This is an optimization exercise on Yosys and OpenROAD, whose aim is small area, a short achievable clock period and few clock cycles per item, not a production implementation. Function was checked by simulation only, so behaviour that the tests miss may differ from the original.

Design bytedecode_top, start of the top module:
module bytedecode_top (
	input  logic					i_clk,
	input  logic					i_rstn,
	input  logic [64-1:0]	i_ibytes,
	input  logic					i_ibytes_valid,
	output logic					o_ibytes_ready,
	input  logic [3:0]				i_l,
	output logic [64-1:0]	o_coeffs,
	output logic					o_coeffs_valid,
	output logic					o_done
);
Settings: LEC_CHECK=0, ABC_AREA=1, CAP_MARGIN=20, CORE_MARGIN=2, CORE_UTILIZATION=40, PLACE_DENSITY=0.6, SLEW_MARGIN=20; clock period 10.5 ns.
standard.sh (not shown) runs the stock make flow with config.mk's settings and CLKGATE_MAP_FILE= SYNTH_SCRIPT=/design/flow/synth_recipe.tcl, a recipe that flattens the netlist after the stock synthesis.
==> flow/flow/run.sh <==
#!/bin/bash
# Standard ORFS layout, with the timing repair steps asked to reach a
# tighter setup margin than the clock period alone would ask for, the
# smallest buffer on the ports, and a clock tree of large clustered buffers.
set -euo pipefail
bash standard.sh SETUP_SLACK_MARGIN=7.5 \
	"BUFFER_PORTS_ARGS=-buffer_cell sky130_fd_sc_hd__buf_1" \
	"CTS_ARGS=-sink_clustering_enable -repair_clock_nets -buf_list sky130_fd_sc_hd__clkbuf_8 -root_buf sky130_fd_sc_hd__clkbuf_16" \
	finish > flow_make.log 2>&1
The first run went through all stages and came out clean.
Testbench counts at the start, summed over its fixed seeds: cycles 11,779, frames 384.
Edit:
--- a/flow/flow/run.sh
+++ b/flow/flow/run.sh
@@ -8 +8 @@
-	"CTS_ARGS=-sink_clustering_enable -repair_clock_nets -buf_list sky130_fd_sc_hd__clkbuf_8 -root_buf sky130_fd_sc_hd__clkbuf_16" \
+	"CTS_ARGS=-sink_clustering_enable -repair_clock_nets -buf_list sky130_fd_sc_hd__clkbuf_16 -sink_clustering_size 30 -sink_clustering_max_diameter 100" \
CORE_UTILIZATION = 55   (was 40)
PLACE_DENSITY = 0.7   (was 0.6)
The new run finished with timing, DRC and antenna clean.
Worst setup slack gets better by 0.021 ns.
Cell area went up by 0.74%.
First-iteration DRC count went up by 75%.
Register-to-register slack barely changes.
Die area went down by 27%.
Clock-buffer cell count is unchanged.
Hold slack is about the same.
Routed wire length went down by 4.9%.
Edit:
==> flow/flow/run.sh (replaced) <==
#!/bin/bash
# Standard ORFS layout with these changes:
#  - synthesis maps logic with ABC's area mapper (flow/abc_area.script, used
#    as ABC_AREA=1 script); registers are mapped as in the standard synthesis
#  - timing repair aims at a tighter setup margin than the clock period asks
#  - the smallest buffer on the ports, and a clock tree of clustered
#    clkbuf_16 buffers
set -euo pipefail
rm -rf scripts_copy
cp -r "$FLOW_HOME/scripts" scripts_copy
cp flow/abc_area.script scripts_copy/abc_area.script
bash standard.sh SCRIPTS_DIR="$PWD/scripts_copy" SETUP_SLACK_MARGIN=7.4 \
	"BUFFER_PORTS_ARGS=-buffer_cell sky130_fd_sc_hd__buf_1" \
	"CTS_ARGS=-sink_clustering_enable -repair_clock_nets -buf_list sky130_fd_sc_hd__clkbuf_16 -sink_clustering_size 30 -sink_clustering_max_diameter 100" \
	finish > flow_make.log 2>&1
==> flow/flow/abc_area.script (new file) <==
strash
dch
amap
topo
stime -c
buffer -c
upsize -c
dnsize -c
CORE_UTILIZATION = 40   (was 55)
PLACE_DENSITY = 0.6   (was 0.7)
What happened:
- worst setup slack gets worse by 0.16 ns
- final cell count falls by 28%
Edit:
==> flow/flow/run.sh (replaced) <==
#!/bin/bash
# Standard ORFS layout, with the timing repair steps asked to reach a
# tighter setup margin than the clock period alone would ask for, the
# smallest buffer on the ports, and a clock tree of large clustered buffers.
set -euo pipefail
bash standard.sh SETUP_SLACK_MARGIN=7.2 \
	"BUFFER_PORTS_ARGS=-buffer_cell sky130_fd_sc_hd__buf_1" \
	"CTS_ARGS=-sink_clustering_enable -repair_clock_nets -buf_list sky130_fd_sc_hd__clkbuf_16 -sink_clustering_size 30 -sink_clustering_max_diameter 100" \
	finish > flow_make.log 2>&1
removed: flow/flow/abc_area.script
Outcome: Wire length increases by about a fifth.

---

Starting RTL as in the previous note.
Settings: LEC_CHECK=0, ABC_AREA=1, CAP_MARGIN=20, CORE_MARGIN=2, CORE_UTILIZATION=40, PLACE_DENSITY=0.6, SLEW_MARGIN=20; clock period 10.5 ns.
==> flow/flow/run.sh <==
#!/bin/bash
# Standard ORFS layout, with the timing repair steps asked to reach a
# tighter setup margin than the clock period alone would ask for, the
# smallest buffer on the ports, and a clock tree of large clustered buffers.
set -euo pipefail
bash standard.sh SETUP_SLACK_MARGIN=7.4 \
	"BUFFER_PORTS_ARGS=-buffer_cell sky130_fd_sc_hd__buf_1" \
	"CTS_ARGS=-sink_clustering_enable -repair_clock_nets -buf_list sky130_fd_sc_hd__clkbuf_16 -sink_clustering_size 30 -sink_clustering_max_diameter 100" \
	finish > flow_make.log 2>&1
The baseline finished with timing, DRC and antenna clean.
Testbench counts at the start, summed over its fixed seeds: cycles 11,779, frames 384.
Then changed:
--- a/flow/flow/run.sh
+++ b/flow/flow/run.sh
@@ -6 +6 @@
-bash standard.sh SETUP_SLACK_MARGIN=7.4 \
+bash standard.sh SETUP_SLACK_MARGIN=7.5 \
Effect:
- final area came out higher by 4.2%
- setup slack gets better by 78 ps
- cell count barely changes
- non-clock buffer count came out higher by 5
- synthesized cell count is unchanged
- routed wire length came out higher by 1.8%
- via count came out lower by 0.56%
- hold slack gets worse by 4.9 ps

## separate check: timing with driven ports
Ports are ideal in the flow. The routed layouts listed here were re-timed in OpenROAD.
Step 1 (the two cells are an assumption about what drives the block):
set clk [get_ports {i_clk}]
set_driving_cell -lib_cell sky130_fd_sc_hd__clkbuf_16 $clk
set_driving_cell -lib_cell sky130_fd_sc_hd__buf_2 [delete_from_list [all_inputs] $clk]
Step 2 moves the port delays by t, midway between the first and last clock arrival at a register: inputs arrive t later, outputs are due t later. That takes back most of the time a late clock gives input paths.
Three values: no drivers, after step 1, after step 2; two values: the first two.
| run | shift t [ns] | slack for setup (ns) | worst setup path after step 2 |
|---|---|---|---|
| the first run of note 1 | 0.442 | 7.447 / 7.446 / 7.004 | input to register |
| the second run of note 1 | 0.473 | 7.468 / 7.466 / 7.010 | input to register |
| the third run of note 1 | 0.475 | 7.310 / 7.334 / 6.858 | input to register |
| the fourth run of note 1 | 0.483 | 7.266 / 7.283 / 6.800 | input to register |
| the first run of note 2 | 0.486 | 7.400 / 7.387 / 6.936 | input to register |
| the second run of note 2 | 0.481 | 7.478 / 7.428 / 6.998 | input to register |
After both steps every run listed still meets setup and hold. The setup slack of the second run of note 2, which loses most, moves by -0.050 ns with the drivers and by -0.480 ns with both steps.
